This design comes from an exercise in tuning for small area on the open sky130 flow, not from production work. Where RTL was checked, it was by simulation tests only, not by an equivalence proof against the original. For runs 2 and 3, only the layout was checked, not whether the RTL still works.

--- flow/design.v ---
`default_nettype none
package hsmc_pkg;
    localparam int TIME_W  = 32;
    localparam int DEG_W   = 9;
    localparam int STEP_W  = 6;
    localparam int HOLD_W  = 16;
    localparam int COUNT_W = 23;
    localparam int CFG_W   = 32;
    localparam int ADDR_W  = 3;
    localparam logic [TIME_W-1:0] GATE_MS    = 32'd100;
    localparam logic [DEG_W-1:0]  START_DEG  = 9'd320;
    localparam logic [TIME_W-1:0] MS_PER_SEC = 32'd1000;
    localparam logic [TIME_W-1:0] RST_STANDBY_TIME = 32'd60000;
    localparam logic [TIME_W-1:0] RST_OFF_TIME     = 32'd600000;
    localparam logic [DEG_W-1:0]  RST_STANDBY_TEMP = 9'd150;
    localparam logic [DEG_W-1:0]  RST_MIN_TEMP     = 9'd100;
    localparam logic [DEG_W-1:0]  RST_MAX_TEMP     = 9'd450;
    localparam logic [STEP_W-1:0] RST_TEMP_STEP    = 6'd10;
    localparam logic [HOLD_W-1:0] RST_LONG_PRESS   = 16'd1000;
    localparam logic [HOLD_W-1:0] RST_MOTION_HOLD  = 16'd3000;
    typedef struct packed {
        logic [TIME_W-1:0] standby_time_ms;
        logic [TIME_W-1:0] off_time_ms;
        logic [DEG_W-1:0]  standby_temp;
        logic [DEG_W-1:0]  min_temp;
        logic [DEG_W-1:0]  max_temp;
        logic [STEP_W-1:0] temp_step;
        logic [HOLD_W-1:0] long_press_ms;
        logic [HOLD_W-1:0] motion_hold_ms;
    } cfg_t;
    function automatic logic [3:0] div5_step(input logic [2:0] r, input logic b);
        case ({r, b})
            4'd0:    div5_step = {1'b0, 3'd0};
            4'd1:    div5_step = {1'b0, 3'd1};
            4'd2:    div5_step = {1'b0, 3'd2};
            4'd3:    div5_step = {1'b0, 3'd3};
            4'd4:    div5_step = {1'b0, 3'd4};
            4'd5:    div5_step = {1'b1, 3'd0};
            4'd6:    div5_step = {1'b1, 3'd1};
            4'd7:    div5_step = {1'b1, 3'd2};
            4'd8:    div5_step = {1'b1, 3'd3};
            4'd9:    div5_step = {1'b1, 3'd4};
            default: div5_step = 4'bxxxx;
        endcase
    endfunction
    function automatic logic [TIME_W-4:0] div5(input logic [TIME_W-4:0] v);
        logic [2:0]        r;
        logic [3:0]        s;
        logic [TIME_W-4:0] q;
        r = '0;
        for (int i = TIME_W - 4; i >= 0; i = i - 1)
        begin
            s    = div5_step(r, v[i]);
            q[i] = s[3];
            r    = s[2:0];
        end
        div5 = q;
    endfunction
    function automatic logic [COUNT_W-1:0] ms_to_s(input logic [TIME_W-4:0] x);
        logic [TIME_W-4:0] q;
        q       = div5(div5(div5(x)));
        ms_to_s = q[COUNT_W-1:0];
    endfunction
endpackage
`default_nettype wire
`default_nettype none
module hsmc_core (
    input  wire logic                        clk,
    input  wire logic                        rst_n,
    input  wire hsmc_pkg::cfg_t              cfg,
    input  wire logic                        step,
    input  wire logic [hsmc_pkg::TIME_W-1:0] now_ms,
    input  wire logic                        set_level,
    input  wire logic                        set_pressed,
    input  wire logic                        minus_pressed,
    input  wire logic                        plus_pressed,
    input  wire logic                        motion_event,
    input  wire logic [hsmc_pkg::TIME_W-1:0] motion_time_ms,
    output logic                             has_result,
    output logic                             heat,
    output logic                             standby,
    output logic                             regulating,
    output logic [hsmc_pkg::DEG_W-1:0]       commanded,
    output logic [hsmc_pkg::DEG_W-1:0]       selected,
    output logic [hsmc_pkg::TIME_W-4:0]      remain
);
    localparam int TW = hsmc_pkg::TIME_W;
    localparam int DW = hsmc_pkg::DEG_W;
    logic [TW-1:0] last_update, idle, press_start, motion_at;
    logic          long_press, motion_active;
    logic [TW-1:0] elapsed;
    logic          gated;
    logic [TW:0]   idle_sum;
    logic [TW:0]   d_standby, d_off;
    logic          idle_inc;
    logic [TW-1:0] inc_ms;
    logic [TW:0]   x_standby, x_off, y_ms;
    logic [TW+1:0] r_standby, r_off;
    logic          br_standby, br_off;
    logic          press_held;
    logic          long_press_next;
    logic          motion_active_ev, motion_active_next;
    logic [TW-1:0] motion_at_next;
    logic          active;
    logic [DW:0]   floor_sum, minus_val, plus_sum;
    logic [DW-1:0] sel_minus, sel_next;
    logic          heat_act, standby_act, regulating_act;
    logic          drop_standby, drop_off;
    logic [TW-1:0] remain_ms;
    logic          heat_next, standby_next, regulating_next;
    logic [DW-1:0] commanded_next;
    logic [TW-1:0] idle_store;
    always_comb
    begin
        motion_active_ev = motion_active || motion_event;
        motion_at_next   = motion_event ? motion_time_ms : motion_at;
        elapsed = now_ms - last_update;
        gated   = (elapsed < hsmc_pkg::GATE_MS);
        d_standby = {1'b0, cfg.standby_time_ms} - {1'b0, idle};
        d_off     = {1'b0, cfg.off_time_ms} - {1'b0, idle};
        idle_inc = (heat && !d_standby[TW] && (d_standby != '0)) ||
                   (standby && !d_off[TW] && (d_off != '0));
        idle_sum = {1'b0, idle} + {1'b0, elapsed};
        inc_ms   = idle_inc ? elapsed : '0;
        press_held      = (press_start != '0);
        long_press_next = set_level && press_held &&
                          (long_press || ((now_ms - press_start) > TW'(cfg.long_press_ms)));
        floor_sum = {1'b0, cfg.min_temp} + (DW+1)'(cfg.temp_step);
        minus_val = {1'b0, selected} - (DW+1)'(cfg.temp_step);
        sel_minus = !minus_pressed ? selected :
                    ({1'b0, selected} < floor_sum) ? cfg.min_temp : minus_val[DW-1:0];
        plus_sum  = {1'b0, sel_minus} + (DW+1)'(cfg.temp_step);
        sel_next  = !plus_pressed ? sel_minus :
                    (plus_sum > {1'b0, cfg.max_temp}) ? cfg.max_temp : plus_sum[DW-1:0];
        active         = set_pressed || minus_pressed || plus_pressed || motion_active_ev;
        heat_act       = active || (heat && !long_press_next);
        standby_act    = standby && !long_press_next;
        regulating_act = active || (regulating && !long_press_next);
        motion_active_next = motion_active_ev &&
                             !((now_ms - motion_at_next) > TW'(cfg.motion_hold_ms));
        x_standby = active ? {1'b0, cfg.standby_time_ms} : d_standby;
        x_off     = active ? {1'b0, cfg.off_time_ms} : d_off;
        y_ms      = active ? '0 : {1'b0, inc_ms};
        r_standby = {x_standby[TW], x_standby} - {1'b0, y_ms};
        r_off     = {x_off[TW], x_off} - {1'b0, y_ms};
        br_standby = heat_act && !r_standby[TW+1] && (r_standby != '0);
        br_off     = !br_standby && standby_act && !r_off[TW+1] && (r_off != '0);
        remain_ms  = br_standby ? r_standby[TW-1:0] : br_off ? r_off[TW-1:0] : '0;
        drop_standby = br_standby && (r_standby[TW-1:0] < hsmc_pkg::MS_PER_SEC);
        drop_off     = br_off && (r_off[TW-1:0] < hsmc_pkg::MS_PER_SEC);
        heat_next       = heat_act && !drop_standby && !drop_off;
        standby_next    = drop_standby || (standby_act && !drop_off);
        regulating_next = drop_standby || (regulating_act && !drop_off);
        commanded_next  = drop_standby ? cfg.standby_temp : active ? sel_next : commanded;
        idle_store      = (active || drop_standby || drop_off) ? '0 :
                          !idle_inc ? idle : idle_sum[TW] ? '1 : idle_sum[TW-1:0];
    end
    assign has_result = !gated;
    always_ff @(posedge clk or negedge rst_n)
    begin
        if (!rst_n)
        begin
            motion_active <= 1'b0;
            motion_at     <= '0;
        end
        else if (step)
        begin
            motion_active <= gated ? motion_active_ev : motion_active_next;
            motion_at     <= motion_at_next;
        end
    end
    always_ff @(posedge clk or negedge rst_n)
    begin
        if (!rst_n)
        begin
            last_update <= '0;
            idle        <= '0;
            press_start <= '0;
            long_press  <= 1'b0;
            heat        <= 1'b0;
            standby     <= 1'b1;
            selected    <= hsmc_pkg::START_DEG;
            commanded   <= hsmc_pkg::RST_STANDBY_TEMP;
            regulating  <= 1'b1;
        end
        else if (step && !gated)
        begin
            last_update <= now_ms;
            idle        <= idle_store;
            press_start <= !set_level ? '0 : press_held ? press_start : now_ms;
            long_press  <= long_press_next;
            heat        <= heat_next;
            standby     <= standby_next;
            selected    <= sel_next;
            commanded   <= commanded_next;
            regulating  <= regulating_next;
        end
    end
    always_ff @(posedge clk)
    begin
        if (step)
            remain <= remain_ms[TW-1:3];
    end
endmodule
`default_nettype wire
`default_nettype none
module heater_standby_mode_controller_top (
    input  wire logic                         clk,
    input  wire logic                         rst_n,
    input  wire logic                         cfg_we,
    input  wire logic [hsmc_pkg::ADDR_W-1:0]  cfg_addr,
    input  wire logic [hsmc_pkg::CFG_W-1:0]   cfg_wdata,
    input  wire logic                         pass_valid,
    output      logic                         pass_ready,
    input  wire logic [hsmc_pkg::TIME_W-1:0]  pass_now_ms,
    input  wire logic                         pass_set_level,
    input  wire logic                         pass_set_pressed,
    input  wire logic                         pass_minus_pressed,
    input  wire logic                         pass_plus_pressed,
    input  wire logic                         pass_motion_event,
    input  wire logic [hsmc_pkg::TIME_W-1:0]  pass_motion_time_ms,
    output      logic                         result_valid,
    input  wire logic                         result_ready,
    output      logic                         result_heat_on,
    output      logic                         result_standby,
    output      logic                         result_drive_mode,
    output      logic [hsmc_pkg::DEG_W-1:0]   result_target_temp,
    output      logic [hsmc_pkg::DEG_W-1:0]   result_selected_temp,
    output      logic [hsmc_pkg::COUNT_W-1:0] result_countdown_s
);
    hsmc_pkg::cfg_t cfg_reg;
    logic            valid_reg;
    logic            step;
    logic            has_result;
    logic [hsmc_pkg::TIME_W-4:0] remain;
    always_ff @(posedge clk or negedge rst_n)
    begin
        if (!rst_n)
        begin
            cfg_reg.standby_time_ms <= hsmc_pkg::RST_STANDBY_TIME;
            cfg_reg.off_time_ms     <= hsmc_pkg::RST_OFF_TIME;
            cfg_reg.standby_temp    <= hsmc_pkg::RST_STANDBY_TEMP;
            cfg_reg.min_temp        <= hsmc_pkg::RST_MIN_TEMP;
            cfg_reg.max_temp        <= hsmc_pkg::RST_MAX_TEMP;
            cfg_reg.temp_step       <= hsmc_pkg::RST_TEMP_STEP;
            cfg_reg.long_press_ms   <= hsmc_pkg::RST_LONG_PRESS;
            cfg_reg.motion_hold_ms  <= hsmc_pkg::RST_MOTION_HOLD;
        end
        else if (cfg_we)
        begin
            case (cfg_addr)
                3'd0: cfg_reg.standby_time_ms <= cfg_wdata;
                3'd1: cfg_reg.off_time_ms     <= cfg_wdata;
                3'd2: cfg_reg.standby_temp    <= cfg_wdata[hsmc_pkg::DEG_W-1:0];
                3'd3: cfg_reg.min_temp        <= cfg_wdata[hsmc_pkg::DEG_W-1:0];
                3'd4: cfg_reg.max_temp        <= cfg_wdata[hsmc_pkg::DEG_W-1:0];
                3'd5: cfg_reg.temp_step       <= cfg_wdata[hsmc_pkg::STEP_W-1:0];
                3'd6: cfg_reg.long_press_ms   <= cfg_wdata[hsmc_pkg::HOLD_W-1:0];
                default: cfg_reg.motion_hold_ms <= cfg_wdata[hsmc_pkg::HOLD_W-1:0];
            endcase
        end
    end
    assign pass_ready = !valid_reg || result_ready;
    assign step       = pass_valid && pass_ready;
    hsmc_core u_core (
        .clk            (clk),
        .rst_n          (rst_n),
        .cfg            (cfg_reg),
        .step           (step),
        .now_ms         (pass_now_ms),
        .set_level      (pass_set_level),
        .set_pressed    (pass_set_pressed),
        .minus_pressed  (pass_minus_pressed),
        .plus_pressed   (pass_plus_pressed),
        .motion_event   (pass_motion_event),
        .motion_time_ms (pass_motion_time_ms),
        .has_result     (has_result),
        .heat           (result_heat_on),
        .standby        (result_standby),
        .regulating     (result_drive_mode),
        .commanded      (result_target_temp),
        .selected       (result_selected_temp),
        .remain         (remain)
    );
    always_ff @(posedge clk or negedge rst_n)
    begin
        if (!rst_n)
            valid_reg <= 1'b0;
        else if (pass_ready)
            valid_reg <= step && has_result;
    end
    assign result_valid       = valid_reg;
    assign result_countdown_s = hsmc_pkg::ms_to_s(remain);
endmodule
`default_nettype wire
--- flow/run.sh ---
#!/bin/bash
# synth_recipe.tcl (not shown) runs the flow's synth.tcl, then flattens the netlist and writes it again
# the make line also repeats each setting of config.mk as NAME=value (left out here)
make -C /OpenROAD-flow-scripts/flow DESIGN_CONFIG=/design/flow/config.mk WORK_HOME=/design/flow/orfs CLKGATE_MAP_FILE= SYNTH_SCRIPT=/design/flow/synth_recipe.tcl finish
--- flow/config.mk ---
export PLATFORM = sky130hd
export DESIGN_NAME = heater_standby_mode_controller_top
export DESIGN_NICKNAME = heater_standby_mode_controller_top
export VERILOG_FILES = /design/flow/design.v
export SDC_FILE = /design/flow/constraint.sdc
export NUM_CORES = 4
export LEC_CHECK = 0
export ABC_AREA = 1
export CAP_MARGIN = 20
export CORE_MARGIN = 2
export CORE_UTILIZATION = 40
export SLEW_MARGIN = 20
--- flow/constraint.sdc ---
create_clock -name core_clock -period 12.0 [get_ports {clk}]
set_input_delay 2.4000 -clock core_clock [delete_from_list [all_inputs] [get_ports {clk}]]
set_output_delay 2.4000 -clock core_clock [all_outputs]
set_load 0.01 [all_outputs]
==> run summary, run 1 <==
Setup path:
- The worst register-to-register path ends at u_core.idle[31].
- The worst setup path is launched from a flop.
- The worst setup path endpoint is u_core.idle[31].
- For this run, the slowest stage of the critical path takes 400 ps.
- The most numerous cell on the critical path is nand2_1.
- The worst-path cell with the longest stage delay is fa_1.
- The reg-to-reg startpoint is u_core.idle[1].
- The most critical setup path has its startpoint at u_core.idle[1].
- The setup path with the least slack is of type reg2reg.
- The critical-path maximum fanout is 31.
- The setup slack of the worst register-to-register path is 900 ps.
- The required time of the critical path is 12,430 ps.
- STA classifies the critical path endpoint as a flop.
- At the worst endpoint, the arrival time is 11,530 ps.
- The depth of the worst register-to-register path is 84.

CTS:
- The buffer type at the clock tree root is clkbuf_16.
- The clock tree from TritonCTS is built.
- In this run, post-CTS hold repair placed 0 buffers.
- The clock net in this run drives a total of 310 sinks.
- The number of buffers on the longest clock path is 3.
- The H-tree was split into 2 levels.
- The number of buffers created by CTS is 38.
- Clock latency on the worst-skew pair, taken at its later pin, is 580 ps.
- The clock transition time at the flip-flop clock pins of the worst setup and hold paths is 60 ps.

Timing:
- The headroom to the max-slew limit is 29.5%.
- The clock arrives with 23.4 ps of skew.
- The tightest hold path in the finished design has a slack of 484 ps.
- The final critical delay including setup and external delays is 11,100 ps.
- For the pin with the worst max-slew slack, the measured transition is 1060 ps.
- The total of endpoints with negative setup slack in the final report is 0.
- The worst path uses 92.5% of the clock period.
- Setup repair after global routing could not meet its margin everywhere.
- The number of hold-slack violations in the final timing report is 0.
- Adding up every negative setup slack in the final design gives 0 ps.
- Static timing analysis puts the maximum clock frequency at 0.0901 GHz.
- The total count of max-transition violations in the final report came to 0.

Floorplan:
- The die is 287 um wide.
- Once the floorplan was initialized, standard cells occupied 40.5% of the core.
- The die is 287 um tall.
- The number of I/O pins is 155.
- The die covers 82,400 um2.
- Row generation in the floorplan step produced 103 rows.
- The total area inside the core boundary comes to 79,100 um2.

Placement:
- The total of buffers placed on input and output ports is 154.
- The estimated wirelength of the detail-placed design is 70,700 um.
- The placer congestion estimate is 0.952.
- Summing all placed instances gives a cell area of 34,900 um2.

Synth:
- After synthesis, the mean cell area works out to 6.89 um2.
- The count of flip-flops with a built-in enable after synthesis is 29.
- After synthesis, the largest family of logic cells by area is simple AND/OR/NAND/NOR gates.
- The synthesized netlist devotes 17.9% of its cell area to compound gates.
- The multiplexer share of the synthesized area is 1.22%.
- The leading register cell type out of synthesis is dfrtp_1.
- The post-synthesis instance area is 32,100 um2.
- After Yosys synthesis, XOR and XNOR cells account for 6.23% of the synthesized area.
- The post-synthesis instance total is 4,654.
- The portion of the post-synthesis area used by sequential elements is 24.8%.
- The adder-cell area share of the yosys netlist is 13.2%.
- Counting flops and latches in the post-synthesis netlist gives 310.
- The count of synthesis-stage warnings from yosys is 2.
- Summing the areas of all and, or, nand and nor instances in the mapped netlist gives 28.3% of the synthesized area.
- In this run, distinct cell masters in the synthesized netlist total 67.
- The synthesized netlist net count is 5,094.
- The async set-reset flop share out of synthesis is 90.6%.

Global routing:
- The via count of the first global-routing pass was 28,400.
- The number of antenna violations at the first check in global routing is 0.
- The first-pass GRT wire length is 142,000 um.
- Global routing used 2.37% of the available met3 tracks.
- Entering global routing, the biggest net connects 108 pins.
- The met2 track utilization from global routing is 35.7%.
- The total routing usage reported by global routing is 20.9%.
- For met1 alone, demand over resource in global routing was 28.3%.
- The global routing stage identified its most utilized layer as met2.
- The total overflow reported by the global router is 0.

Final layout:
- The number of flip-flops in the largest register is 129.
- The library cell used most frequently in the layout, excluding fill and tap cells, is nand2_1.
- In the final layout, flip-flops and latches occupy 7960 um2.
- The layout overhead on the synthesized area is 15.0%.
- The total inserted antenna cells is 0.
- The post-layout utilization of the core is 46.6%.
- The layout has 8,184 filler cells.
- The design area is 36,800 um2.
- The final net count is 5,261.
- In the final layout, the share of cells above drive strength 1 is 12.5%.
- The area of the multi-input gates is 21,800 um2.
- In the layout the commonest cells are nand2_1, inv_1, a21oi_1.

Detailed routing:
- Summing over every cut layer, the via total after detailed routing is 30,300.
- The post-detailed-route count of antenna-violating nets is 0.
- The final wirelength is 88,000 um.
- The residual DRC count is 0.
- After detailed routing, the average wire length per cell comes to 14.9 um.
- The initial detailed-routing violation count is 1,571.
- The detailed-router iteration count before antenna repair is 6.
- The via-per-instance ratio is 5.13.

Status:
- The run finished with no timing, DRC or antenna violations.

Min path:
- The tightest min-delay check is of the reg2reg type.
- The worst hold path startpoint is cfg_reg[64].

Flow run:
- Across the run, the number of max-cap violations was 0.
==> how the worst min path moves through the flow <==
stage / end / slack (ps) / cells after the start
2_1_floorplan: cfg_reg[56] / 450 / 2
3_3_place_gp: cfg_reg[56] / 460 / 2
3_5_place_dp: cfg_reg[20] / 470 / 2
4_1_cts: cfg_reg[29] / 490 / 2
5_1_grt: cfg_reg[29] / 500 / 2
6_report: cfg_reg[64] / 480 / 2
==> repair_timing <==
item	in CTS	in global routing
gates resized for setup	0	121
setup endpoints to repair	0	77
buffers inserted	0	22
==> per-stage QoR <==
stage / cells / worst slack (ps)
finish: 5901 / 896
global route: 5901 / -227
CTS: 5878 / 98.5
detailed placement: 5808 / 136
global placement: 5808 / 416
floorplan: 4654 / 1450
==> per-layer routing <==
layer / part of all wire [%] / vias to the layer above / routed length [um]
li1: - / 15900 / -
met1: 47 / 13800 / 41400
met2: 47 / 537 / 41200
met3: 4.0 / 109 / 3560
met4: 2.1 / 0 / 1880
met5: 0 / - / 0
==> kinds of logic after synthesis <==
kind of cell / Yosys count
simple gates: 2034
fa+ha+maj: 331
mux: 39
flops: 310
xor+xnor: 228
compound gates: 1007
buf+inv: 705
==> synthesized netlist by cell type, types with 9 or more instances <==
| cell | count | area share, % |
|---|---|---|
| nor4_1 | 20 | 0.39 |
| o21ai_0 | 351 | 5.5 |
| nor3_1 | 25 | 0.39 |
| edfxtp_1 | 29 | 2.7 |
| a21oi_1 | 396 | 6.2 |
| o21ai_1 | 13 | 0.20 |
| o211ai_1 | 27 | 0.63 |
| o21bai_1 | 40 | 0.94 |
| a31oi_1 | 9 | 0.18 |
| xnor2_1 | 66 | 1.8 |
| o22ai_1 | 46 | 0.90 |
| clkbuf_1 | 78 | 0.91 |
| a211oi_1 | 16 | 0.37 |
| o21ai_2 | 10 | 0.27 |
| mux2i_1 | 38 | 1.2 |
| dfrtp_1 | 232 | 18 |
| nor2_4 | 14 | 0.49 |
| nand2_4 | 14 | 0.49 |
| inv_1 | 536 | 6.3 |
| inv_2 | 69 | 0.81 |
| xor2_1 | 162 | 4.4 |
| o31ai_1 | 10 | 0.23 |
| nand3_1 | 220 | 3.4 |
| nand2_1 | 1118 | 13 |
| fa_1 | 11 | 0.69 |
| nor2_1 | 332 | 3.9 |
| dfstp_2 | 49 | 4.0 |
| a21o_1 | 14 | 0.33 |
| nand2_2 | 122 | 2.4 |
| nand3_2 | 23 | 0.72 |
| ha_1 | 320 | 12 |
| buf_1 | 12 | 0.14 |
| a21oi_2 | 22 | 0.60 |
| nor2_2 | 33 | 0.64 |
| nand4_1 | 71 | 1.4 |
| o311ai_0 | 18 | 0.49 |
==> cell type report <==
cell class	count	share of cell area (%)
Clock buffer	45	2.81
Inverter	615	6.31
Sequential cell	310	21.6
Timing Repair Buffer	217	5.61
Tap cell	1050	3.57
Multi-Input combinational cell	3639	59.2
Clock inverter	25	0.869
==> critical path, delay by kind of cell (launching register included) <==
family                   cells  cell delay (ps)
AO/OA/AOI/OAI               33             4810
flip-flops                   1              350
adder cells (fa/ha/maj)      3              870
XOR/XNOR                     2              360
buffers and inverters        9              790
AND/OR/NAND/NOR             37             3710
==> inputs of run 2 (changes only) <==
--- a/flow/design.v
+++ b/flow/design.v
@@ -89,20 +89,29 @@
     logic [TW-1:0] last_update, idle, press_start, motion_at;
     logic          long_press, motion_active;
     logic [TW-1:0] elapsed;
+    logic          not_before;
     logic          gated;
-    logic [TW:0]   idle_sum;
-    logic [TW:0]   d_standby, d_off;
+    logic [TW-1:0] idle_sum;
+    logic          idle_ovf;
+    logic [TW-1:0] d_standby_s, d_off_s;
+    logic          d_standby_c, d_off_c;
+    logic          standby_ahead, off_ahead;
     logic          idle_inc;
     logic [TW-1:0] inc_ms;
-    logic [TW:0]   x_standby, x_off, y_ms;
     logic [TW+1:0] r_standby, r_off;
+    logic          r_standby_c, r_off_c;
+    logic          pos_standby, pos_off, short_standby, short_off;
+    logic          act_pos_standby, act_pos_off, act_short_standby, act_short_off;
     logic          br_standby, br_off;
+    logic [TW-1:0] press_ms, motion_ms;
+    logic          press_long, motion_long;
     logic          press_held;
     logic          long_press_next;
     logic          motion_active_ev, motion_active_next;
     logic [TW-1:0] motion_at_next;
     logic          active;
     logic [DW:0]   floor_sum, minus_val, plus_sum;
+    logic          below_floor, above_max;
     logic [DW-1:0] sel_minus, sel_next;
     logic          heat_act, standby_act, regulating_act;
     logic          drop_standby, drop_off;
@@ -110,50 +119,77 @@
     logic          heat_next, standby_next, regulating_next;
     logic [DW-1:0] commanded_next;
     logic [TW-1:0] idle_store;
+    logic          unused;
+    hsmc_add #(TW) u_elapsed (.a(now_ms), .b(~last_update), .ci(1'b1),
+                              .s(elapsed), .co(not_before));
+    assign gated = (elapsed[TW-1:7] == '0) && (elapsed[6:0] < 7'd100);
+    hsmc_add #(TW) u_idle_sum (.a(idle), .b(elapsed), .ci(1'b0),
+                               .s(idle_sum), .co(idle_ovf));
+    hsmc_add #(TW) u_d_standby (.a(cfg.standby_time_ms), .b(~idle), .ci(1'b1),
+                                .s(d_standby_s), .co(d_standby_c));
+    hsmc_add #(TW) u_d_off (.a(cfg.off_time_ms), .b(~idle), .ci(1'b1),
+                            .s(d_off_s), .co(d_off_c));
+    assign standby_ahead = d_standby_c && (d_standby_s != '0);
+    assign off_ahead     = d_off_c && (d_off_s != '0);
+    assign idle_inc      = (heat && standby_ahead) || (standby && off_ahead);
+    assign inc_ms        = idle_inc ? elapsed : '0;
+    hsmc_add #(TW+2) u_r_standby (.a({{2{!d_standby_c}}, d_standby_s}), .b(~{2'b00, inc_ms}),
+                                  .ci(1'b1), .s(r_standby), .co(r_standby_c));
+    hsmc_add #(TW+2) u_r_off (.a({{2{!d_off_c}}, d_off_s}), .b(~{2'b00, inc_ms}),
+                              .ci(1'b1), .s(r_off), .co(r_off_c));
+    assign pos_standby   = !r_standby[TW+1] && (r_standby != '0);
+    assign pos_off       = !r_off[TW+1] && (r_off != '0);
+    assign short_standby = (r_standby[TW+1:10] == '0) && (r_standby[9:0] < 10'd1000);
+    assign short_off     = (r_off[TW+1:10] == '0) && (r_off[9:0] < 10'd1000);
+    assign act_pos_standby   = (cfg.standby_time_ms != '0);
+    assign act_pos_off       = (cfg.off_time_ms != '0);
+    assign act_short_standby = (cfg.standby_time_ms[TW-1:10] == '0) &&
+                               (cfg.standby_time_ms[9:0] < 10'd1000);
+    assign act_short_off     = (cfg.off_time_ms[TW-1:10] == '0) &&
+                               (cfg.off_time_ms[9:0] < 10'd1000);
+    hsmc_add #(TW) u_press (.a(now_ms), .b(~press_start), .ci(1'b1), .s(press_ms), .co(unused));
+    hsmc_add #(hsmc_pkg::HOLD_W) u_press_cmp (.a(cfg.long_press_ms), .b(~press_ms[hsmc_pkg::HOLD_W-1:0]),
+                                              .ci(1'b1), .s(), .co(press_long));
+    hsmc_add #(TW) u_motion (.a(now_ms), .b(~motion_at_next), .ci(1'b1), .s(motion_ms), .co());
+    hsmc_add #(hsmc_pkg::HOLD_W) u_motion_cmp (.a(cfg.motion_hold_ms), .b(~motion_ms[hsmc_pkg::HOLD_W-1:0]),
+                                               .ci(1'b1), .s(), .co(motion_long));
+    hsmc_add #(DW+1) u_floor (.a({1'b0, cfg.min_temp}), .b((DW+1)'(cfg.temp_step)), .ci(1'b0),
+                              .s(floor_sum), .co());
+    hsmc_add #(DW+1) u_floor_cmp (.a({1'b0, selected}), .b(~floor_sum), .ci(1'b1),
+                                  .s(), .co(below_floor));
+    hsmc_add #(DW+1) u_minus (.a({1'b0, selected}), .b(~((DW+1)'(cfg.temp_step))), .ci(1'b1),
+                              .s(minus_val), .co());
+    hsmc_add #(DW+1) u_plus (.a({1'b0, sel_minus}), .b((DW+1)'(cfg.temp_step)), .ci(1'b0),
+                             .s(plus_sum), .co());
+    hsmc_add #(DW+1) u_max_cmp (.a({1'b0, cfg.max_temp}), .b(~plus_sum), .ci(1'b1),
+                                .s(), .co(above_max));
     always_comb
     begin
         motion_active_ev = motion_active || motion_event;
         motion_at_next   = motion_event ? motion_time_ms : motion_at;
-        elapsed = now_ms - last_update;
-        gated   = (elapsed < hsmc_pkg::GATE_MS);
-        d_standby = {1'b0, cfg.standby_time_ms} - {1'b0, idle};
-        d_off     = {1'b0, cfg.off_time_ms} - {1'b0, idle};
-        idle_inc = (heat && !d_standby[TW] && (d_standby != '0)) ||
-                   (standby && !d_off[TW] && (d_off != '0));
-        idle_sum = {1'b0, idle} + {1'b0, elapsed};
-        inc_ms   = idle_inc ? elapsed : '0;
         press_held      = (press_start != '0);
         long_press_next = set_level && press_held &&
-                          (long_press || ((now_ms - press_start) > TW'(cfg.long_press_ms)));
-        floor_sum = {1'b0, cfg.min_temp} + (DW+1)'(cfg.temp_step);
-        minus_val = {1'b0, selected} - (DW+1)'(cfg.temp_step);
-        sel_minus = !minus_pressed ? selected :
-                    ({1'b0, selected} < floor_sum) ? cfg.min_temp : minus_val[DW-1:0];
-        plus_sum  = {1'b0, sel_minus} + (DW+1)'(cfg.temp_step);
-        sel_next  = !plus_pressed ? sel_minus :
-                    (plus_sum > {1'b0, cfg.max_temp}) ? cfg.max_temp : plus_sum[DW-1:0];
+                          (long_press || (press_ms[TW-1:hsmc_pkg::HOLD_W] != '0) || !press_long);
+        sel_minus = !minus_pressed ? selected : !below_floor ? cfg.min_temp : minus_val[DW-1:0];
+        sel_next  = !plus_pressed ? sel_minus : !above_max ? cfg.max_temp : plus_sum[DW-1:0];
         active         = set_pressed || minus_pressed || plus_pressed || motion_active_ev;
         heat_act       = active || (heat && !long_press_next);
         standby_act    = standby && !long_press_next;
         regulating_act = active || (regulating && !long_press_next);
         motion_active_next = motion_active_ev &&
-                             !((now_ms - motion_at_next) > TW'(cfg.motion_hold_ms));
-        x_standby = active ? {1'b0, cfg.standby_time_ms} : d_standby;
-        x_off     = active ? {1'b0, cfg.off_time_ms} : d_off;
-        y_ms      = active ? '0 : {1'b0, inc_ms};
-        r_standby = {x_standby[TW], x_standby} - {1'b0, y_ms};
-        r_off     = {x_off[TW], x_off} - {1'b0, y_ms};
-        br_standby = heat_act && !r_standby[TW+1] && (r_standby != '0);
-        br_off     = !br_standby && standby_act && !r_off[TW+1] && (r_off != '0);
-        remain_ms  = br_standby ? r_standby[TW-1:0] : br_off ? r_off[TW-1:0] : '0;
-        drop_standby = br_standby && (r_standby[TW-1:0] < hsmc_pkg::MS_PER_SEC);
-        drop_off     = br_off && (r_off[TW-1:0] < hsmc_pkg::MS_PER_SEC);
+                             !((motion_ms[TW-1:hsmc_pkg::HOLD_W] != '0) || !motion_long);
+        br_standby   = heat_act && (active ? act_pos_standby : pos_standby);
+        br_off       = !br_standby && standby_act && (active ? act_pos_off : pos_off);
+        remain_ms    = br_standby ? (active ? cfg.standby_time_ms : r_standby[TW-1:0]) :
+                       br_off     ? (active ? cfg.off_time_ms : r_off[TW-1:0]) : '0;
+        drop_standby = br_standby && (active ? act_short_standby : short_standby);
+        drop_off     = br_off && (active ? act_short_off : short_off);
         heat_next       = heat_act && !drop_standby && !drop_off;
         standby_next    = drop_standby || (standby_act && !drop_off);
         regulating_next = drop_standby || (regulating_act && !drop_off);
         commanded_next  = drop_standby ? cfg.standby_temp : active ? sel_next : commanded;
         idle_store      = (active || drop_standby || drop_off) ? '0 :
-                          !idle_inc ? idle : idle_sum[TW] ? '1 : idle_sum[TW-1:0];
+                          !idle_inc ? idle : idle_ovf ? '1 : idle_sum;
     end
     assign has_result = !gated;
     always_ff @(posedge clk or negedge rst_n)
@@ -203,6 +239,39 @@
     end
 endmodule
 `default_nettype wire
+module hsmc_add #(
+    parameter int W = 32
+) (
+    input  wire logic [W-1:0] a,
+    input  wire logic [W-1:0] b,
+    input  wire logic         ci,
+    output logic [W-1:0]      s,
+    output logic              co
+);
+    always_comb
+    begin
+        logic [W-1:0] p, g, gp, gg;
+        p  = a ^ b;
+        g  = a & b;
+        gp = p;
+        gg = g;
+        gg[0] = g[0] | (p[0] & ci);
+        for (int l = 1; l < W; l = l * 2)
+            for (int i = 2 * l - 1; i < W; i = i + 2 * l)
+            begin
+                gg[i] = gg[i] | (gp[i] & gg[i-l]);
+                gp[i] = gp[i] & gp[i-l];
+            end
+        for (int l = 1 << ($clog2(W) - 1); l >= 1; l = l / 2)
+            for (int i = 3 * l - 1; i < W; i = i + 2 * l)
+            begin
+                gg[i] = gg[i] | (gp[i] & gg[i-l]);
+                gp[i] = gp[i] & gp[i-l];
+            end
+        s  = p ^ {gg[W-2:0], ci};
+        co = gg[W-1];
+    end
+endmodule
 `default_nettype none
 module heater_standby_mode_controller_top (
     input  wire logic                         clk,
--- a/flow/config.mk
+++ b/flow/config.mk
@@ -8,5 +8,5 @@
 export ABC_AREA = 1
 export CAP_MARGIN = 20
 export CORE_MARGIN = 2
-export CORE_UTILIZATION = 40
+export CORE_UTILIZATION = 65
 export SLEW_MARGIN = 20
==> run 2 against run 1 <==
  * Final cell count shrank 17%
  * Sequential share of layout area grew 1.0 points
  * Core utilization grew 29 points
  * Setup slack lost 170 ps
  * Die area shrank 40%
  * Register-to-register slack lost 170 ps
  * Via count shrank 5.3%
  * Still clean
  * Critical path type unchanged
==> run summary, run 2 <==
Status:
- The run finished with no timing, DRC or antenna violations.

Detailed routing:
- The via-per-instance ratio was 5.86 (+14%).
- The detailed-router iteration count before antenna repair was 19 (+13).
- The initial detailed-routing violation count came to 2,085 (+33%).
- The total number of vias is 28,700 (-5.3%).
- The residual DRC count is 0 (unchanged).
- The post-detailed-route count of antenna-violating nets is 0 (unchanged).
- The final wirelength was 86,100 um (-2.2%).
- The mean routed wirelength per cell came to 17.6 um (+18%).

Synth:
- The multiplexer share of the synthesized area is 0.943% (-0.28 points).
- The fraction of the mapped netlist area in compound gates came to 15.1% (-2.8 points).
- The distinct cell type count of the synthesized netlist is 60 (-10%).
- The per-instance average area after synthesis is 7.53 um2 (+9.3%).
- The count of flip-flops with a built-in enable after synthesis was 29 (unchanged).
- In the post-synthesis netlist, the biggest area contributors are dfrtp_1, ha_1, nand2_1.
- The leading register cell type out of synthesis is dfrtp_1.
- The async set-reset flop share out of synthesis was 90.6% (unchanged).
- The XOR/XNOR share of the synthesized area came to 3.56% (-2.7 points).
- The post-synthesis instance area is 30,800 um2 (-4.0%).
- In the post-synthesis netlist, the cell with the most instances is nand2_1.
- The share of the synthesized area in the top cell type is 18.9% (+0.75 points).
- The portion of the post-synthesis area used by sequential elements is 25.9% (+1.0 points).
- The main combinational cell family by area after synthesis is simple AND/OR/NAND/NOR gates.
- The count of synthesis-stage warnings from yosys is 6 (+4).
- The post-synthesis instance total is 4,089 (-12%).
- Of all cell types, the one taking the most synthesized area is dfrtp_1.
- The adder-cell area share of the yosys netlist came to 21.4% (+8.2 points).
- The synthesized netlist net count came to 4,643 (-8.9%).
- The simple-gate share of the synthesized area is 24.9% (-3.4 points).
- The number of storage elements in the synthesis netlist is 310 (unchanged).
- Ranked by instance count, the synthesized netlist is headed by nand2_1, inv_1, o21ai_0.

Timing:
- The maximum clock skew at final layout was 14.9 ps (-8.44 ps).
- The total of endpoints with negative setup slack in the final report was 0 (unchanged).
- The actual transition at the worst max-transition pin came to 1050 ps (-11.6 ps).
- The maximum frequency from static timing analysis is 0.0887 GHz (-1.5%).
- The final period utilization is 94.0% (+1.4 points).
- The total count of max-transition violations in the final report is 0 (unchanged).
- The number of hold-slack violations in the final timing report was 0 (unchanged).
- The final critical delay including setup and external delays is 11,280 ps (+173 ps).
- The worst path setup slack after routing is 723 ps (-173 ps).
- The headroom to the max-slew limit is 30.3% (+0.77 points).

Final layout:
- The area of the multi-input gates is 21,100 um2 (-3.5%).
- The share of final-layout standard cells stronger than drive strength 1 is 14.2% (+1.7 points).
- The library cell used most frequently in the layout, excluding fill and tap cells, is nand2_1.
- The filler-free cell count of the finished design came to 4,892 (-17%).
- The total inserted antenna cells is 0 (unchanged).
- The design area came to 35,200 um2 (-4.4%).
- In the layout the commonest cells are nand2_1, inv_1, ha_1.
- The layout overhead on the synthesized area is 14.4%.
- The area of all sequential standard cells is 7960 um2 (unchanged).
- The number of flip-flops in the largest register is 129 (unchanged).
- The number of fill cells in the layout is 3,683 (-55%).
- The final net count is 4,812 (-8.5%).

Global routing:
- The total routing usage reported by global routing came to 34.7% (+14 points).
- The first-pass GRT wire length is 138,000 um (-3.0%).
- The total overflow reported by the global router is 0 (unchanged).
- The largest net degree at the start of global routing was 162 (+50%).
- The number of antenna violations at the first check in global routing is 0 (unchanged).
- The via count of the first global-routing pass is 27,500 (-3.3%).

Placement:
- The estimated wirelength of the detail-placed design is 66,100 um (-6.6%).
- The placer congestion estimate came to 0.981 (+3.1%).
- The pre-CTS worst setup slack is -164 ps (-300 ps).
- The total of buffers placed on input and output ports is 154 (unchanged).
- The post-placement cell area is 33,000 um2 (-5.3%).
- The post-placement cell count is 4,789 (-18%).

Setup path:
- The nature of the critical path startpoint is a flop.
- The setup slack of the worst register-to-register path is 720 ps (-170 ps).
- The data arrival time of the critical path is 11,700 ps (+170 ps).
- The most numerous cell on the critical path is nand2_1.
- The longest individual stage delay on the worst path was 410 ps (about the same).
- The setup path with the least slack is of type reg2reg.
- The critical-path maximum fanout is 15 (-52%).
- The required time of the critical path is 12,430 ps (about the same).
- The worst setup path is captured at a flop.
- Among all stages on the critical path, the largest delay is contributed by fa_2.

CTS:
- The H-tree depth is 2 (unchanged).
- The clock latency of the later-clocked register in the worst-skew pair is 560 ps (-20 ps).
- The number of buffers created by CTS is 36 (-5.3%).
- TritonCTS built the clock tree.
- The clock transition time at the flip-flop clock pins of the worst setup and hold paths is 60 ps (about the same).
- The sink count of the clock tree came to 310 (unchanged).
- The root buffer cell chosen for the clock tree is clkbuf_16.
- The count of hold-fix buffers inserted at cts is 0 (unchanged).
- The number of buffers on the longest clock path was 3 (unchanged).

Floorplan:
- The die width was 222 um (-23%).
- The initial core utilization is 66.0% (+25 points).
- The area of the placeable core is 46,700 um2 (-41%).
- The number of cell rows is 79 (-23%).
- The number of I/O pins is 155 (unchanged).
- The floorplan die area is 49,100 um2 (-40%).
- The height of the die was 222 um (-23%).

Flow run:
- The number of max-capacitance violations reported is 0 (unchanged).

Min path:
- The path type of the worst min-delay path is reg2reg.
-- run 2: changes by cell type in the layout (fill, tap and decap cells not counted), moves of 18 or more --
cell,before,now
nand2_1,1097,826
a21oi_1,382,204
fa_1,10,131
xor2_1,162,62
nor2_1,313,233
o21ai_0,331,303
nor4_1,16,40
o21bai_1,39,15
inv_1,534,511
a31oi_1,9,30
o211ai_1,27,46
or2_2,8,26
-- run 2: area by class of cell --
type	instances	share of cell area, %
inverter	579	6.19
tap	607	2.16
sequential	310	22.6
timing repair buffer	221	6.04
clock inverter	10	0.217
multi-input combinational	3110	59.8
clock buffer	55	2.99
-- run 2: metal layers --
metal | track usage (%) | vias up | wire length [um]
li1 | - | 14000 | -
met1 | 44.5 | 13400 | 35500
met2 | 57.9 | 1025 | 40400
met3 | 5.01 | 249 | 5710
met4 | 16.3 | 0 | 4500
met5 | 0 | - | 0
-- run 2: critical path, delay by kind of cell (launching register included) --
family / cells / cell delay [ps]
and+or+nand+nor: 43 / 4730
DFF: 1 / 390
adders and majority gates: 5 / 1580
AOI/OAI and AO/OA: 21 / 3110
buffers and inverters: 10 / 1020
xor gates and xnor gates: 2 / 340
-- run 2: per-stage QoR --
step / utilization, % / hold WS (ps) / TNS [ps]
floorplan: - / 448 / 0
global placement: 70.8 / 468 / 0
detailed placement: 70.8 / 469 / -4220
CTS: 73.3 / 484 / 0
global route: 75.5 / 506 / -2490
finish: 75.5 / 484 / 0
-- run 2: final timing paths --
check	depth (start not counted)	from	end
hold reg to reg	2	cfg_reg[16]	cfg_reg[16]
max in group asynchronous	2	rst_n	u_core.last_update[22]
hold / removal	2	cfg_reg[16]	cfg_reg[16]
setup reg to reg	81	cfg_reg[65]	u_core.idle[10]
min in group asynchronous	1	rst_n	cfg_reg[47]
setup / recovery	81	cfg_reg[65]	u_core.idle[10]
-- run 2: logic make-up (layout without fill, tap and decap cells) --
family                   after synthesis  in the layout
AO/OA/AOI/OAI                        805            805
XOR/XNOR                             125            125
adder cells (fa/ha/maj)              445            445
buffers and inverters                669            865
flip-flops                           310            310
multiplexers                          29             29
AND/OR/NAND/NOR                     1706           1706
-- run 2: timing repair --
item	in CTS	in global routing
cloned	0	2
setup endpoints to repair	32	77
setup buffers	0	36
gates resized for setup	4	212
pin swaps	0	74
==> inputs of run 3 (changes only) <==
--- a/flow/design.v
+++ b/flow/design.v
@@ -262,7 +262,7 @@
                 gg[i] = gg[i] | (gp[i] & gg[i-l]);
                 gp[i] = gp[i] & gp[i-l];
             end
-        for (int l = 1 << ($clog2(W) - 1); l >= 1; l = l / 2)
+        for (int l = 32; l >= 1; l = l / 2)
             for (int i = 3 * l - 1; i < W; i = i + 2 * l)
             begin
                 gg[i] = gg[i] | (gp[i] & gg[i-l]);
--- a/flow/config.mk
+++ b/flow/config.mk
@@ -8,5 +8,6 @@
 export ABC_AREA = 1
 export CAP_MARGIN = 20
 export CORE_MARGIN = 2
-export CORE_UTILIZATION = 65
+export CORE_UTILIZATION = 55
+export CTS_BUF_LIST = sky130_fd_sc_hd__clkbuf_4
 export SLEW_MARGIN = 20
==> run 3 against run 2 <==
  * Still clean on timing, DRC and antenna
  * Fmax fell by 3.0%
  * Sequential cell count unchanged
  * Global-route usage down 4.8 points
  * Cell area up 5.6%
  * Register-to-register slack improved by 90 ps
  * Core utilization decreased by 9.1 points
  * Critical endpoint is now result_countdown_s[0]
==> run summary, run 3 <==
Placement:
- The pre-CTS worst setup slack is -500 ps (-336 ps).
- The placer congestion estimate is 0.983 (+0.16%).
- The total of buffers placed on input and output ports is 154 (unchanged).
- The estimated wirelength of the detail-placed design is 68,600 um (+3.8%).
- The post-placement cell count was 4,983 (+4.1%).

Setup path:
- The most numerous cell on the critical path is nand2_2.
- The data arrival time of the critical path came to 9230 ps (-2470 ps).
- The critical-path maximum fanout is 5 (-10).
- The setup slack of the worst register-to-register path is 810 ps (+90 ps).
- The longest individual stage delay on the worst path is 490 ps (+80 ps).
- The worst-path cell with the longest stage delay is edfxtp_1.
- STA classifies the critical path endpoint as an output pin.
- The critical path start-end classification is reg2out.
- The worst setup path is launched from a flop.
- The required time of the critical path is 9600 ps (-2830 ps).

Global routing:
- The via count of the first global-routing pass is 27,300 (-0.56%).
- The largest net degree at the start of global routing came to 107 (-34%).
- The total overflow reported by the global router is 0 (unchanged).
- The number of antenna violations at the first check in global routing came to 1 (+1).
- The total routing usage reported by global routing is 29.8% (-4.8 points).
- The first-pass GRT wire length is 141,000 um (+1.8%).

Timing:
- The final critical delay including setup and external delays was 11,630 ps (+350 ps).
- The total count of max-transition violations in the final report came to 0 (unchanged).
- The worst path setup slack after routing is 373 ps (-350 ps).
- The smallest hold slack came to 483 ps (-1.19 ps).
- The maximum frequency from static timing analysis is 0.0860 GHz (-3.0%).
- Setup repair after global routing could not meet its margin everywhere.
- The final sum of negative setup slack is 0 ps (unchanged).
- The maximum clock skew at final layout is 81.5 ps (+66.6 ps).
- The total of endpoints with negative setup slack in the final report is 0 (unchanged).
- The final period utilization is 96.9% (+2.9 points).
- The number of hold-slack violations in the final timing report is 0 (unchanged).
- The actual transition at the worst max-transition pin was 1040 ps (-1.13 ps).
- The headroom to the max-slew limit is 29.7% (-0.57 points).

Synth:
- The share of the synthesized area in the top cell type is 18.7% (-0.15 points).
- Sorting the synthesized cells by how often they occur yields nand2_1, inv_1, o21ai_0.
- The portion of the post-synthesis area used by sequential elements came to 25.7% (-0.21 points).
- By area the synthesized netlist is led by dfrtp_1, ha_1, nand2_1.
- The most frequent cell after synthesis is nand2_1.
- The distinct cell type count of the synthesized netlist was 68 (+13%).
- The leading register cell type out of synthesis is dfrtp_1.
- The post-synthesis instance total is 4,113 (+0.59%).
- The synthesized netlist net count was 4,667 (+0.52%).
- The count of flip-flops with a built-in enable after synthesis is 29 (unchanged).
- The post-synthesis instance area is 31,000 um2 (+0.82%).
- The count of synthesis-stage warnings from yosys is 6 (unchanged).
- The per-instance average area after synthesis was 7.55 um2 (+0.23%).
- The number of storage elements in the synthesis netlist is 310 (unchanged).
- The biggest area contributor in the post-synthesis netlist is dfrtp_1.
- The async set-reset flop share out of synthesis came to 90.6% (unchanged).

Floorplan:
- The area of the placeable core was 56,100 um2 (+20%).
- The floorplan die area came to 58,300 um2 (+19%).
- The die width is 242 um (+9.0%).
- The number of cell rows is 87 (+10%).
- The height of the die came to 242 um (+9.0%).
- The number of I/O pins is 155 (unchanged).
- The initial core utilization is 55.4% (-11 points).

Final layout:
- The area growth from synthesis to layout is 19.9%.
- The final net count is 4,940 (+2.7%).
- The library cells used most frequently in the layout, excluding fill and tap cells, are nand2_1, inv_1, ha_1.
- The most frequent standard cell in the layout excluding fill and tap cells is nand2_1.
- The number of flip-flops in the largest register is 129 (unchanged).
- The share of final-layout standard cells stronger than drive strength 1 is 21.9% (+7.7 points).
- The filler-free cell count of the finished design is 5,215 (+6.6%).

CTS:
- The count of hold-fix buffers inserted at cts is 0 (unchanged).
- The buffer type at the clock tree root is clkbuf_4.
- The clock latency of the later-clocked register in the worst-skew pair is 890 ps (+330 ps).
- The number of buffers created by CTS is 87 (+140%).
- The H-tree depth came to 3 (+1).
- The sink count of the clock tree was 310 (unchanged).
- The clock tree from TritonCTS is built.
- The clock transition time at the flip-flop clock pins of the worst setup and hold paths is 70 ps (about the same).
- The number of buffers on the longest clock path came to 3 (unchanged).

Detailed routing:
- The total number of vias is 28,700 (+0.20%).
- The post-detailed-route count of antenna-violating nets is 0 (unchanged).
- The residual DRC count is 0 (unchanged).
- The detailed-router iteration count before antenna repair is 6 (-13).
- The final wirelength is 89,900 um (+4.4%).
- The initial detailed-routing violation count was 1,721 (-17%).
- The via-per-instance ratio was 5.51 (-6.0%).
- The mean routed wirelength per cell was 17.2 um (-2.1%).

Flow run:
- The number of max-capacitance violations reported is 0 (unchanged).

Min path:
- The min-delay analysis places its worst path in the category reg2reg.

Status:
- The run finished with no timing, DRC or antenna violations.
## run 3: area by class of cell
| class | instances | area, um2 |
|---|---|---|
| Multi-Input combinational cell | 3132 | 22400 |
| Timing Repair Buffer | 273 | 2520 |
| Tap cell | 756 | 946 |
| Antenna cell | 1 | 2.50 |
| Inverter | 582 | 2220 |
| Fill cell | 4992 | 18900 |
| Clock buffer | 126 | 946 |
| Clock inverter | 35 | 228 |
| Sequential cell | 310 | 7960 |
## run 3: critical path, delay by kind of cell (launching register included)
| kind | cells | cell delay, ps |
|---|---|---|
| buf+inv | 11 | 1050 |
| compound gates | 4 | 720 |
| simple gates | 60 | 6090 |
| flops | 1 | 490 |
## run 3: worst paths after layout
check | end | startpoint | cells after the start
max | result_countdown_s[0] | u_core.remain[26] | 75
min | u_core.last_update[0] | u_core.last_update[0] | 2
max reg2reg | u_core.idle[30] | u_core.idle[0] | 67
min reg2reg | u_core.last_update[0] | u_core.last_update[0] | 2
max in group asynchronous | u_core.last_update[21] | rst_n | 3
min in group asynchronous | cfg_reg[55] | rst_n | 1
## run 3: logic make-up after synthesis
family          Yosys count  share of synthesized area [%]
fa+ha+maj               445                           21.3
compound gates          807                           15.1
flops                   310                           25.7
buf+inv                 671                           8.15
xor+xnor                124                           3.50
mux                      31                           1.00
simple gates           1725                           25.3
## run 3: repair_timing
action	in CTS	in global routing
setup endpoints to repair	61	78
pin swaps	0	201
gates resized for setup	8	487
buffers inserted	0	68
cloned	0	1
## run 3: through the flow
stage / cell area (um2) / utilization [%]
finish: 37200 / 66.4
global route: 37200 / 66.4
CTS: 34800 / 62.1
detailed placement: 33600 / 60.0
global placement: 33600 / 60.0
floorplan: 31000 / -
## run 3: per-layer routing
metal / share of wire, % / wire, um / vias up / GRT usage, %
met1: 43 / 38500 / 13500 / 38.8
met5: 0 / 0 / - / 0
li1: - / - / 14300 / -
met4: 4.3 / 3860 / 0 / 13.0
met2: 48 / 43100 / 747 / 50.2
met3: 4.9 / 4430 / 200 / 3.56
==> inputs of run 4 (changes only) <==
--- a/flow/design.v
+++ b/flow/design.v
@@ -28,31 +28,20 @@
         logic [HOLD_W-1:0] long_press_ms;
         logic [HOLD_W-1:0] motion_hold_ms;
     } cfg_t;
-    function automatic logic [3:0] div5_step(input logic [2:0] r, input logic b);
-        case ({r, b})
-            4'd0:    div5_step = {1'b0, 3'd0};
-            4'd1:    div5_step = {1'b0, 3'd1};
-            4'd2:    div5_step = {1'b0, 3'd2};
-            4'd3:    div5_step = {1'b0, 3'd3};
-            4'd4:    div5_step = {1'b0, 3'd4};
-            4'd5:    div5_step = {1'b1, 3'd0};
-            4'd6:    div5_step = {1'b1, 3'd1};
-            4'd7:    div5_step = {1'b1, 3'd2};
-            4'd8:    div5_step = {1'b1, 3'd3};
-            4'd9:    div5_step = {1'b1, 3'd4};
-            default: div5_step = 4'bxxxx;
-        endcase
-    endfunction
     function automatic logic [TIME_W-4:0] div5(input logic [TIME_W-4:0] v);
-        logic [2:0]        r;
-        logic [3:0]        s;
+        logic [2:0]        r, n;
+        logic              b, qb;
         logic [TIME_W-4:0] q;
         r = '0;
         for (int i = TIME_W - 4; i >= 0; i = i - 1)
         begin
-            s    = div5_step(r, v[i]);
-            q[i] = s[3];
-            r    = s[2:0];
+            b    = v[i];
+            qb   = r[2] | (r[1] & (r[0] | b));
+            n[0] = b ^ qb;
+            n[1] = qb ? (r[2] ? !b : (r[0] & b)) : r[0];
+            n[2] = qb ? (r[2] & b) : r[1];
+            q[i] = qb;
+            r    = n;
         end
         div5 = q;
     endfunction
@@ -110,13 +99,13 @@
     logic          motion_active_ev, motion_active_next;
     logic [TW-1:0] motion_at_next;
     logic          active;
-    logic [DW:0]   floor_sum, minus_val, plus_sum;
-    logic          below_floor, above_max;
+    logic [DW:0]   minus_val, plus_sum;
+    logic          minus_ok, minus_above, above_max;
     logic [DW-1:0] sel_minus, sel_next;
-    logic          heat_act, standby_act, regulating_act;
+    logic          heat_act, standby_act;
     logic          drop_standby, drop_off;
     logic [TW-1:0] remain_ms;
-    logic          heat_next, standby_next, regulating_next;
+    logic          heat_next, standby_next;
     logic [DW-1:0] commanded_next;
     logic [TW-1:0] idle_store;
     logic          unused;
@@ -153,12 +142,10 @@
     hsmc_add #(TW) u_motion (.a(now_ms), .b(~motion_at_next), .ci(1'b1), .s(motion_ms), .co());
     hsmc_add #(hsmc_pkg::HOLD_W) u_motion_cmp (.a(cfg.motion_hold_ms), .b(~motion_ms[hsmc_pkg::HOLD_W-1:0]),
                                                .ci(1'b1), .s(), .co(motion_long));
-    hsmc_add #(DW+1) u_floor (.a({1'b0, cfg.min_temp}), .b((DW+1)'(cfg.temp_step)), .ci(1'b0),
-                              .s(floor_sum), .co());
-    hsmc_add #(DW+1) u_floor_cmp (.a({1'b0, selected}), .b(~floor_sum), .ci(1'b1),
-                                  .s(), .co(below_floor));
     hsmc_add #(DW+1) u_minus (.a({1'b0, selected}), .b(~((DW+1)'(cfg.temp_step))), .ci(1'b1),
-                              .s(minus_val), .co());
+                              .s(minus_val), .co(minus_ok));
+    hsmc_add #(DW) u_floor_cmp (.a(minus_val[DW-1:0]), .b(~cfg.min_temp), .ci(1'b1),
+                                .s(), .co(minus_above));
     hsmc_add #(DW+1) u_plus (.a({1'b0, sel_minus}), .b((DW+1)'(cfg.temp_step)), .ci(1'b0),
                              .s(plus_sum), .co());
     hsmc_add #(DW+1) u_max_cmp (.a({1'b0, cfg.max_temp}), .b(~plus_sum), .ci(1'b1),
@@ -170,12 +157,12 @@
         press_held      = (press_start != '0);
         long_press_next = set_level && press_held &&
                           (long_press || (press_ms[TW-1:hsmc_pkg::HOLD_W] != '0) || !press_long);
-        sel_minus = !minus_pressed ? selected : !below_floor ? cfg.min_temp : minus_val[DW-1:0];
+        sel_minus = !minus_pressed ? selected :
+                    (minus_ok && minus_above) ? minus_val[DW-1:0] : cfg.min_temp;
         sel_next  = !plus_pressed ? sel_minus : !above_max ? cfg.max_temp : plus_sum[DW-1:0];
         active         = set_pressed || minus_pressed || plus_pressed || motion_active_ev;
         heat_act       = active || (heat && !long_press_next);
         standby_act    = standby && !long_press_next;
-        regulating_act = active || (regulating && !long_press_next);
         motion_active_next = motion_active_ev &&
                              !((motion_ms[TW-1:hsmc_pkg::HOLD_W] != '0) || !motion_long);
         br_standby   = heat_act && (active ? act_pos_standby : pos_standby);
@@ -186,12 +173,12 @@
         drop_off     = br_off && (active ? act_short_off : short_off);
         heat_next       = heat_act && !drop_standby && !drop_off;
         standby_next    = drop_standby || (standby_act && !drop_off);
-        regulating_next = drop_standby || (regulating_act && !drop_off);
         commanded_next  = drop_standby ? cfg.standby_temp : active ? sel_next : commanded;
         idle_store      = (active || drop_standby || drop_off) ? '0 :
                           !idle_inc ? idle : idle_ovf ? '1 : idle_sum;
     end
     assign has_result = !gated;
+    assign regulating = heat || standby;
     always_ff @(posedge clk or negedge rst_n)
     begin
         if (!rst_n)
@@ -217,7 +204,6 @@
             standby     <= 1'b1;
             selected    <= hsmc_pkg::START_DEG;
             commanded   <= hsmc_pkg::RST_STANDBY_TEMP;
-            regulating  <= 1'b1;
         end
         else if (step && !gated)
         begin
@@ -229,7 +215,6 @@
             standby     <= standby_next;
             selected    <= sel_next;
             commanded   <= commanded_next;
-            regulating  <= regulating_next;
         end
     end
     always_ff @(posedge clk)
--- a/flow/config.mk
+++ b/flow/config.mk
@@ -8,6 +8,5 @@
 export ABC_AREA = 1
 export CAP_MARGIN = 20
 export CORE_MARGIN = 2
-export CORE_UTILIZATION = 55
-export CTS_BUF_LIST = sky130_fd_sc_hd__clkbuf_4
+export CORE_UTILIZATION = 65
 export SLEW_MARGIN = 20
==> run 4 against run 3 <==
  * Critical endpoint unchanged
  * Now fails the layout checks on negative setup slack
  * Core utilization increased by 18 points
  * Area after synthesis decreased by 5.6%
  * Critical path depth increased by 24
  * Fmax decreased by 20%
  * Critical path type unchanged
==> run summary, run 4 <==
Detailed routing:
- The total number of vias was 30,800 (+7.0%).
- The residual DRC count is 0 (unchanged).
- The post-detailed-route count of antenna-violating nets is 0 (unchanged).
- The mean routed wirelength per cell is 22.2 um (+29%).
- The initial detailed-routing violation count came to 3,952 (+130%).
- The via-per-instance ratio is 6.47 (+17%).
- The detailed-router iteration count before antenna repair is 8 (+2).
- The final wirelength is 106,000 um (+18%).

Global routing:
- The number of antenna violations at the first check in global routing is 2 (+1).
- The via count of the first global-routing pass is 29,200 (+6.9%).
- The largest net degree at the start of global routing is 92 (-14%).
- The total overflow reported by the global router is 0 (unchanged).
- The total routing usage reported by global routing is 38.2% (+8.3 points).
- The first-pass GRT wire length is 145,000 um (+2.8%).

Final layout:
- The share of final-layout standard cells stronger than drive strength 1 is 25.9% (+4.0 points).
- Leaving out fill and tap cells, the most frequent cell in the layout is nand2_1.
- The number of flip-flops in the largest register is 129 (unchanged).
- The design area came to 37,200 um2 (about the same).
- The top cell types in the final layout, fill and taps aside, are nand2_1, inv_1, ha_1.
- The layout overhead on the synthesized area is 27.0%.
- The filler-free cell count of the finished design was 4,754 (-8.8%).
- The post-layout utilization of the core is 84.0% (+18 points).
- The final net count was 4,678 (-5.3%).

Synth:
- The count of synthesis-stage warnings from yosys is 7 (+1).
- For this run, the leading register cell type out of synthesis is dfrtp_1.
- The number of storage elements in the synthesis netlist was 309 (-0.32%).
- The portion of the post-synthesis area used by sequential elements is 27.1% (+1.4 points).
- The synthesized design spends more area on one cell type than any other, namely dfrtp_1.
- The distinct cell type count of the synthesized netlist is 61 (-10%).
- The async set-reset flop share out of synthesis is 90.6% (about the same).
- The count of flip-flops with a built-in enable after synthesis is 29 (unchanged).
- After synthesis, the cell types taking the most area are dfrtp_1, ha_1, nand2_1.
- The share of the synthesized area in the top cell type was 19.8% (+1.1 points).
- Ranked by instance count, the synthesized netlist is headed by nand2_1, inv_1, o21ai_0.
- The most frequent cell after synthesis is nand2_1.
- The per-instance average area after synthesis is 7.82 um2 (+3.7%).
- The post-synthesis instance area is 29,300 um2 (-5.6%).
- The synthesized netlist net count is 4,292 (-8.0%).
- The post-synthesis instance total is 3,747 (-8.9%).

CTS:
- TritonCTS built the clock tree.
- The number of buffers created by CTS came to 35 (-60%).
- The H-tree depth is 2 (-1).
- The clock transition time at the flip-flop clock pins of the worst setup and hold paths is 60 ps (about the same).
- The buffer type at the clock tree root is clkbuf_16.
- The clock latency of the later-clocked register in the worst-skew pair is 570 ps (-320 ps).
- The count of hold-fix buffers inserted at cts came to 0 (unchanged).
- The sink count of the clock tree was 309 (-0.32%).
- The number of buffers on the longest clock path was 3 (unchanged).

Setup path:
- The worst setup path is captured at an output pin.
- The longest individual stage delay on the worst path is 380 ps (-110 ps).
- The depth of the worst register-to-register path is 75 (+12%).
- The critical-path maximum fanout is 5 (unchanged).
- The slowest stage of the critical path is the edfxtp_1 cell.
- The data arrival time of the critical path is 12,060 ps (+2830 ps).
- In this design, the critical path's most frequently occurring cell is nand2_2.
- The nature of the critical path startpoint is a flop.
- The critical path start-end classification is reg2out.
- The required time of the critical path was 9600 ps (about the same).

Floorplan:
- The area of the placeable core was 44,300 um2 (-21%).
- The number of cell rows came to 77 (-11%).
- The initial core utilization came to 66.1% (+11 points).
- The die width is 216 um (-10%).
- The floorplan die area is 46,800 um2 (-20%).
- The height of the die is 216 um (-10%).
- The number of I/O pins is 155 (unchanged).

Min path:
- The tightest min-delay check is of the reg2reg type.
- The worst hold path stage count is 2 (unchanged).

Placement:
- The post-placement cell count came to 4,586 (-8.0%).
- The pre-CTS worst setup slack is -635 ps (-135 ps).
- The placer congestion estimate is 1.01 (+2.6%).
- The post-placement cell area is 32,700 um2 (-2.7%).
- The estimated wirelength of the detail-placed design was 67,600 um (-1.5%).
- The total of buffers placed on input and output ports is 154 (unchanged).

Timing:
- Setup repair after global routing could not meet its margin everywhere.
- The maximum frequency from static timing analysis is 0.0691 GHz (-20%).
- The maximum clock skew at final layout was 17.3 ps (-64.2 ps).
- The worst path setup slack after routing is -2460 ps (-2840 ps).
- The actual transition at the worst max-transition pin is 1130 ps (+87.3 ps).
- The total of endpoints with negative setup slack in the final report was 9 (+9).
- The final period utilization is 121% (+24 points).
- The final sum of negative setup slack came to -12,700 ps (-12,700 ps).
- The final critical delay including setup and external delays was 14,460 ps (+2840 ps).
- The total count of max-transition violations in the final report came to 0 (unchanged).
- The headroom to the max-slew limit is 24.2% (-5.5 points).
- The number of hold-slack violations in the final timing report came to 0 (unchanged).

Status:
- In this run the layout check failures are negative setup slack.
- The run finished, with violations left.

Flow run:
- The number of max-capacitance violations reported is 0 (unchanged).
-- run 4: cell count changes after synthesis, sizes merged, moves of 5 or more --
cell    change
nor2      -185
inv        -85
a21boi     +37
a21oi      -35
nand4      -34
o21ai      -22
nand3      -16
nand2       -9
ha          -6
nor3        -5
nor4        +5
o211ai      -5
-- run 4: repair_timing --
action	CTS	global route
gates resized for setup	209	434
pin swaps	67	154
buffers inserted	46	52
cloned	0	4
setup endpoints to repair	62	81
-- run 4: logic make-up (layout without fill, tap and decap cells) --
logic type,Yosys count,after routing,synth area share (%)
compound gates,788,788,16.4
xor+xnor,122,122,3.65
fa+ha+maj,436,436,22.0
buf+inv,585,998,7.52
flops,309,309,27.1
mux,29,29,0.990
other cells,0,2,0
simple gates,1478,1478,22.3
-- run 4: final timing paths --
path | slack, ps | end | startpoint
setup reg to reg | 320 | u_core.idle[20] | u_core.idle[0]
min in group asynchronous | 1830 | u_core.selected[5] | rst_n
max in group asynchronous | 7870 | u_core.last_update[19] | rst_n
hold reg to reg | 490 | cfg_reg[56] | cfg_reg[56]
hold / removal | 490 | cfg_reg[56] | cfg_reg[56]
setup / recovery | -2460 | result_countdown_s[0] | u_core.remain[25]
-- run 4: cell type report --
class / count / area, um2
diodes: 2 / 5.00
clock buffers: 46 / 1010
clock inverters: 18 / 195
fillers: 2522 / 7080
inverters: 493 / 1930
multi-input cells: 2853 / 21600
flip-flops and latches: 309 / 7940
well taps: 592 / 741
repair buffers: 441 / 3850
-- run 4: through the flow --
stage	hold slack, ps
global placement	467
CTS	489
global route	511
floorplan	448
detailed placement	474
finish	489
-- run 4: layer usage --
layer | vias to the layer above | GRT usage, % | routed length (um)
met2 | 2084 | 66.5 | 49300
met4 | 2 | 21.0 | 8360
met5 | - | 0 | 16
met3 | 707 | 5.04 | 9940
li1 | 13300 | - | -
met1 | 14600 | 45.8 | 38000
-- run 4: worst max-delay path, delay by kind of cell, from the launching register on --
family | cells | cell delay (ps)
and+or+nand+nor | 75 | 7420
AOI/OAI and AO/OA | 12 | 2390
buffers and inverters | 12 | 1240
DFF | 1 | 380

## separate check: timing with driven ports
Ports are ideal in the flow. The routed layouts listed here were re-timed in OpenROAD.
Step 1: set_driving_cell puts a clkbuf_16 on clk and a buf_2 on each other input, an assumption about the parent block.
Step 2 adds t to the input delays and takes it off the output delays; t is the mean of the earliest and latest rising clock arrival at the registers after step 1. Input paths then give back, and output paths get back, about the clock's delay inside the block.
Slacks: no drivers / after step 1 / after step 2; pairs: no drivers / after step 1.
run	shift t [ns]	slack for setup (ns)	worst data-port slew with drivers (ns)
run 1	0.627	0.896 / 0.896 / 0.896	0.07
run 2	0.613	0.723 / 0.723 / 0.723	0.06
run 3	0.909	0.373 / 0.315 / 0.282	0.07
run 4	0.619	-2.464 / -2.525 / -1.906	0.08
The setup slack of run 3, which loses most, moves by -0.058 ns with the drivers and by -0.091 ns with both steps.
